What follows belongs to an exercise in optimizing a design on an open flow for small area, a short achievable clock period and few clock cycles per item; a production flow would make more cautious choices.
Function was checked by simulation only, so behaviour that the tests miss may differ from the original.
Power is estimated from default activity; no workload was simulated.

## P
==> flow/design.v (excerpt) <==
module argb_pixel_blend_unit (
  input  logic        clk_i,
  input  logic        rst_ni,
  input  logic        start_i,
  output logic        busy_o,
  input  logic [31:0] src_pixel_i,
  input  logic [31:0] dst_pixel_i,
  output logic        done_o,
  output logic [31:0] out_pixel_o,
  input  logic        cfg_valid_i,
  output logic        cfg_ready_o,
  input  logic [1:0]  cfg_index_i,
  input  logic [31:0] cfg_data_i
);
Size: roughly 140 I/O pins.
clock: 5.5 ns
lec_check: 0
cap_margin: 20
core_margin: 2
core_utilization: 40
setup_slack_margin: 3.45
slew_margin: 20
standard.sh (not shown) runs the stock make flow with config.mk's settings and CLKGATE_MAP_FILE= SYNTH_SCRIPT=/design/flow/synth_recipe.tcl, a recipe that flattens the netlist after the stock synthesis.
==> flow/flow/run.sh <==
#!/bin/bash
# The standard layout (the standard.sh, standard synthesis unchanged) with
# smaller port buffers and a clock tree without dummy loads.
set -euo pipefail
export BUFFER_PORTS_ARGS="-buffer_cell sky130_fd_sc_hd__buf_2"
export CTS_ARGS="-sink_clustering_enable -repair_clock_nets -dont_use_dummy_load"
bash standard.sh > standard.log 2>&1
Testbench counts of P, summed over its fixed seeds: cycles 16,967, items 16,026.
## Diff of input files: Q against P
diff --git a/flow/flow/run.sh b/flow/flow/run.sh
--- a/flow/flow/run.sh
+++ b/flow/flow/run.sh
@@ -6 +6 @@
-export CTS_ARGS="-sink_clustering_enable -repair_clock_nets -dont_use_dummy_load"
+export CTS_ARGS="-sink_clustering_enable -repair_clock_nets -dont_use_dummy_load -sink_clustering_size 24 -sink_clustering_max_diameter 80 -buf_list {sky130_fd_sc_hd__clkbuf_8 sky130_fd_sc_hd__clkbuf_16}"
### Flow results
- Summary — power attributed to combinational cells, Q relative to P: lower, by about 2%.
- Share of the cycle needed by the critical path after routing: higher on Q
- On synthesized area, P tracks Q almost exactly.
- | clock period minus worst slack | higher: Q |
- When the final numbers for P and Q were put side by side, the upper clock frequency limit turned out to be greater in P.
- Q: core utilization lower than P
diff inputs: Q => R
Settings: ABC_CLOCK_PERIOD_IN_PS now 2100, previously not set.
- On arrival time reported for the critical path endpoint, Q and R are basically level.
- Going from Q to R, starting density of the core roughly the same; number of clock buffers in the layout saw little to no change.
Edits applied to the flow inputs when going from R to S:
Settings: removing ABC_CLOCK_PERIOD_IN_PS (formerly 2100).
==> flow/flow/run.sh <==
#!/bin/bash
# The standard layout (the standard.sh, standard synthesis unchanged) with
# smaller port buffers and a clock tree without dummy loads.
set -euo pipefail
export BUFFER_PORTS_ARGS="-buffer_cell sky130_fd_sc_hd__buf_2"
export CTS_ARGS="-sink_clustering_enable -repair_clock_nets -dont_use_dummy_load -sink_clustering_size 30 -sink_clustering_max_diameter 100 -buf_list {sky130_fd_sc_hd__clkbuf_8 sky130_fd_sc_hd__clkbuf_16}"
bash standard.sh > standard.log 2>&1
[summary]
- STATUS design area: S wins against R
- On clock insertion delay at the later pin of the skew report, the higher figure sits with R, not S.
- Comparing S against R, there is no change at all in sequential-to-total area share from yosys stat.
- Compared with R, S shows a area used by multi-input combinational logic that is about 0.5% higher.

Starting RTL as in the previous note.
==> flow/config.mk <==
export PLATFORM = sky130hd
export DESIGN_NAME = argb_pixel_blend_unit
export DESIGN_NICKNAME = argb_pixel_blend_unit
export VERILOG_FILES = /design/flow/design.v
export SDC_FILE = /design/flow/constraint.sdc
export NUM_CORES = 4
export LEC_CHECK = 0
export CAP_MARGIN = 20
export CORE_MARGIN = 2
export CORE_UTILIZATION = 40
export SETUP_SLACK_MARGIN = 3.3
export SLEW_MARGIN = 20
==> flow/constraint.sdc <==
create_clock -name core_clock -period 5.5 [get_ports {clk_i}]
set_input_delay 1.1000 -clock core_clock [delete_from_list [all_inputs] [get_ports {clk_i}]]
set_output_delay 1.1000 -clock core_clock [all_outputs]
set_load 0.01 [all_outputs]
==> flow/flow/run.sh <==
#!/bin/bash
# The standard layout (the standard.sh, standard synthesis unchanged) with
# smaller port buffers and a clock tree without dummy loads.
set -euo pipefail
export BUFFER_PORTS_ARGS="-buffer_cell sky130_fd_sc_hd__buf_2"
export CTS_ARGS="-sink_clustering_enable -repair_clock_nets -dont_use_dummy_load"
bash standard.sh > standard.log 2>&1
The starting point produced a clean layout.
Testbench counts at the start, summed over its fixed seeds: cycles 16,967, items 16,026.
Next try:
--- a/flow/flow/run.sh
+++ b/flow/flow/run.sh
@@ -5,3 +5,3 @@
 export BUFFER_PORTS_ARGS="-buffer_cell sky130_fd_sc_hd__buf_2"
-export CTS_ARGS="-sink_clustering_enable -repair_clock_nets -dont_use_dummy_load"
+export CTS_ARGS="-sink_clustering_enable -repair_clock_nets -dont_use_dummy_load -sink_clustering_size 30 -sink_clustering_max_diameter 60 -buf_list {sky130_fd_sc_hd__clkbuf_8 sky130_fd_sc_hd__clkbuf_16}"
 bash standard.sh > standard.log 2>&1
SETUP_SLACK_MARGIN = 3.45   (was 3.3)
Result:
- The new run finished with timing, DRC and antenna clean
- clock skew is higher by 36 ps
- cell count is about the same
- utilization is higher by 0.20 points
- maximum frequency is higher by 1.1%
- register-to-register slack improved by 20 ps
- wire length is lower by 2.0%
- total power is lower by 0.68%

separate check: timing with driven ports:
The results above use ideal ports. As a check the final layouts listed here were re-extracted and re-timed, cells and wires unchanged. Step 1: set_driving_cell puts a clkbuf_16 on clk_i and a buf_2 on each other input, an assumption about the parent block. Step 2 adds t to the input delays and takes it off the output delays; t is the mean of the earliest and latest rising clock arrival at the registers after step 1. Input paths then give back, and output paths get back, about the clock's delay inside the block. Three values: no drivers, after step 1, after step 2; two values: the first two.
run | t, ns | setup slack, ns | hold slack, ns
P | 0.586 | 3.353 / 3.301 / 3.125 | 0.313 / 0.313 / 0.313
Q | 0.580 | 3.344 / 3.322 / 3.132 | 0.311 / 0.311 / 0.311
R | 0.580 | 3.344 / 3.322 / 3.132 | 0.311 / 0.311 / 0.311
S | 0.568 | 3.357 / 3.326 / 3.123 | 0.317 / 0.317 / 0.317
the first run of note 2 | 0.572 | 3.307 / 3.307 / 3.211 | 0.321 / 0.321 / 0.321
the second run of note 2 | 0.583 | 3.330 / 3.305 / 3.158 | 0.294 / 0.294 / 0.294
After both steps setup and hold are still met in every run listed. The setup slack of S, which loses most, moves by -0.031 ns with the drivers and by -0.234 ns with both steps.
